Context: an optimization exercise on an open-source flow, tuned for a short achievable clock period and few clock cycles per item. The choices shown serve that exercise and are no tape-out recipe.
Only simulation tests tie the RTL to the original design; equivalence was not proved.

// biquad_iir_filter
module biquad_iir_filter (
  input  wire logic                                clk_i,
  input  wire logic                                rst_ni,
  input  wire logic                                cfg_we_i,
  input  wire logic [bqf_pkg::CFG_IDX_W-1:0]       cfg_idx_i,
  input  wire logic [bqf_pkg::CFG_DATA_W-1:0]      cfg_wdata_i,
  input  wire logic                                in_valid_i,
  output logic                                     in_stall_o,
  input  wire logic signed [bqf_pkg::SAMPLE_W-1:0] sample_in_i,
  input  wire logic                                start_block_i,
  output logic                                     out_valid_o,
  input  wire logic                                out_stall_i,
  output logic signed [bqf_pkg::SAMPLE_W-1:0]      sample_out_o,
  output logic                                     saturated_o
);
For scale: ~15000 cells after synthesis, about 1400 flip-flops, ~76 I/O pins.
make LEC_CHECK=0 CAP_MARGIN=20 CELL_PAD_IN_SITES_DETAIL_PLACEMENT=1 CELL_PAD_IN_SITES_GLOBAL_PLACEMENT=1 CORE_MARGIN=2 CORE_UTILIZATION=25 PLACE_DENSITY=0.45 SETUP_SLACK_MARGIN=5 SLEW_MARGIN=20 finish   # period 10.0 ns
run.sh (not shown) runs the stock make flow with config.mk's settings and CLKGATE_MAP_FILE= SYNTH_SCRIPT=/design/flow/synth_recipe.tcl, a recipe that flattens the netlist after the stock synthesis.
Testbench counts at the start, summed over its fixed seeds: cycles 2,088, items 2,048.
==> next run, changes <==
--- a/flow/design.v
+++ b/flow/design.v
@@ -439,48 +439,37 @@
     if (!rst_ni) a_v_q <= 1'b0;
     else         a_v_q <= m_v_q;
   end
   logic [W-1:0] sa_q, sb_q, sa_d, sb_d;
   logic [W-1:0] d2a_q, d2b_q, d2a_d, d2b_d;
   logic [W-1:0] l_b1x_q, l_b2x_q;
   logic         l_full_q;
-  logic [29:0] cg_q, cp_q;
-  always_ff @(posedge clk_i) begin
-    cg_q <= sa_d[29:0] & sb_d[29:0];
-    cp_q <= sa_d[29:0] | sb_d[29:0];
-  end
   logic [W-1:0]  s_sum;
   logic          sat_hi, sat_lo;
   logic [SW-1:0] y_cur;
-  assign s_sum  = {sa_q[W-1:30], cp_q} + {sb_q[W-1:30], cg_q};
+  assign s_sum  = sa_q + sb_q;
   assign sat_hi = !s_sum[W-1] && (s_sum[W-2:30] != '0);
   assign sat_lo =  s_sum[W-1] && (s_sum[W-2:30] != '1);
   assign y_cur  = sat_hi ? 16'h7fff : sat_lo ? 16'h8000 : s_sum[30:15];
-  logic [15:0] lsum, hs0, hs1;
-  logic        cin, c30_0, c30_1;
+  logic [15:0] lsum;
+  logic [16:0] v0, v1;
+  logic        cin;
   logic        m0_pos, m0_neg, m1_pos, m1_neg;
-  assign lsum  = {1'b0, cp_q[14:0]} + {1'b0, cg_q[14:0]};
-  assign hs0   = {1'b0, cp_q[29:15]} + {1'b0, cg_q[29:15]};
-  assign hs1   = {1'b0, cp_q[29:15]} + {1'b0, cg_q[29:15]} + 16'd1;
-  assign cin   = lsum[15];
-  assign c30_0 = hs0[15];
-  assign c30_1 = hs1[15];
-  assign m0_pos = !sa_q[30] && !sb_q[30] &&  c30_0;
-  assign m0_neg =  sa_q[30] &&  sb_q[30] && !c30_0;
-  assign m1_pos = !sa_q[30] && !sb_q[30] &&  c30_1;
-  assign m1_neg =  sa_q[30] &&  sb_q[30] && !c30_1;
+  assign lsum   = {1'b0, sa_q[14:0]} + {1'b0, sb_q[14:0]};
+  assign cin    = lsum[15];
+  assign v0     = {sa_q[30], sa_q[30:15]} + {sb_q[30], sb_q[30:15]};
+  assign v1     = {sa_q[30], sa_q[30:15]} + {sb_q[30], sb_q[30:15]} + 17'd1;
+  assign m0_pos = !v0[16] &&  v0[15];
+  assign m0_neg =  v0[16] && !v0[15];
+  assign m1_pos = !v1[16] &&  v1[15];
+  assign m1_neg =  v1[16] && !v1[15];
   logic [ND-1:0][W-1:0] pa1, pb1, pa2, pb2;
   logic [W-1:0]         ha1, hb1, ha2, hb2;
-  logic [15:0] sai_q, sbi_q;
-  always_ff @(posedge clk_i) begin
-    sai_q <= ~sa_d[30:15];
-    sbi_q <= ~sb_d[30:15];
-  end
-  bqf_pp u_pa1 (.y_i(~sai_q), .tab_i(ta1_i), .row_o(pa1), .hot_o(ha1));
-  bqf_pp u_pb1 (.y_i(~sbi_q), .tab_i(ta1_i), .row_o(pb1), .hot_o(hb1));
+  bqf_pp u_pa1 (.y_i(sa_q[30:15]), .tab_i(ta1_i), .row_o(pa1), .hot_o(ha1));
+  bqf_pp u_pb1 (.y_i(sb_q[30:15]), .tab_i(ta1_i), .row_o(pb1), .hot_o(hb1));
   bqf_pp u_pa2 (.y_i(sa_q[30:15]), .tab_i(ta2_i), .row_o(pa2), .hot_o(ha2));
   bqf_pp u_pb2 (.y_i(sb_q[30:15]), .tab_i(ta2_i), .row_o(pb2), .hot_o(hb2));
   logic [W-1:0] k1a, k1b, k0s, k0c;
   bqf_c42 u_k0 (.r_i({a_p_q, l_b1x_q, d2a_q, d2b_q}), .s_o(k0s), .c_o(k0c));
   bqf_c42 u_k1 (.r_i({k0s, k0c, ha1, hb1}), .s_o(k1a), .c_o(k1b));
   logic [W-1:0] k2a, k2b;
   bqf_csa u_k2 (.a_i(l_b2x_q), .b_i(ha2), .c_i(hb2), .s_o(k2a), .c_o(k2b));
@@ -500,16 +489,15 @@
                   .s_o(t1a), .c_o(t1b));
   bqf_ltree u_t2 (.pa_i(pa2), .pb_i(pb2), .ka_i(k2a), .kb_i(k2b), .late_i(late2),
                   .s_o(t2a), .c_o(t2b));
   logic [W-1:0] h1a, h1b, l1a, l1b;
   bqf_csa u_h1 (.a_i(k0s), .b_i(k0c), .c_i(ka1h_i), .s_o(h1a), .c_o(h1b));
   bqf_csa u_l1 (.a_i(k0s), .b_i(k0c), .c_i(ka1l_i), .s_o(l1a), .c_o(l1b));
   logic [W-1:0] fa, fb;
-  bqf_csa u_fx (.a_i({sa_q[W-1:30], cp_q}), .b_i({sb_q[W-1:30], cg_q}), .c_i(a_p_q),
-                .s_o(fa), .c_o(fb));
+  bqf_csa u_fx (.a_i(sa_q), .b_i(sb_q), .c_i(a_p_q), .s_o(fa), .c_o(fb));
   logic         z_q;
   logic         sbn, use_tree;
   logic [W-1:0] oa, ob, o2a, o2b;
   assign sbn      = a_v_q && a_sb_q;
   assign use_tree = l_full_q && !sat_hi && !sat_lo && !sbn;
   always_comb begin
     if (sbn) begin
Result: The new run finished clean; final area goes down by 0.90%; die area fell by 1.4%; setup slack improves by 0.22 ns; global-route usage rose by 3.5 points; fmax increases by 4.3%; via count came out higher by 3.8%; hold slack is better by 0.013 ns; core utilization climbs by 0.17 points; routed wire length grows by 12%; cell count fell by 1.6%; critical path depth shrinks by 6.
Testbench counts after the change, summed over its fixed seeds: cycles 2,088, items 2,048.

[separate check: timing with driven ports]
The flow's constraints put no driver on any port. The routed layouts listed below were extracted and timed again, unchanged, in two steps.
Step 1 assumes that a clkbuf_16 drives the clock port and a buf_2 every other input.
Step 2 moves the port delays by t, midway between the first and last clock arrival at a register: inputs arrive t later, outputs are due t later. That takes back most of the time a late clock gives input paths.
a / b / c = no drivers / after step 1 / after step 2; a / b = the first two.
run | t, ns | setup WS [ns] | worst setup path after step 2 | clock arrival spread, ns | worst register clock-pin slew, ns
the first run | 1.018 | 4.612 / 4.612 / 4.612 | register to register | 0.103 / 0.103 | 0.07 / 0.07
the second run | 1.022 | 4.832 / 4.832 / 4.832 | register to register | 0.064 / 0.064 | 0.09 / 0.09
After both steps every run listed still meets setup and hold.
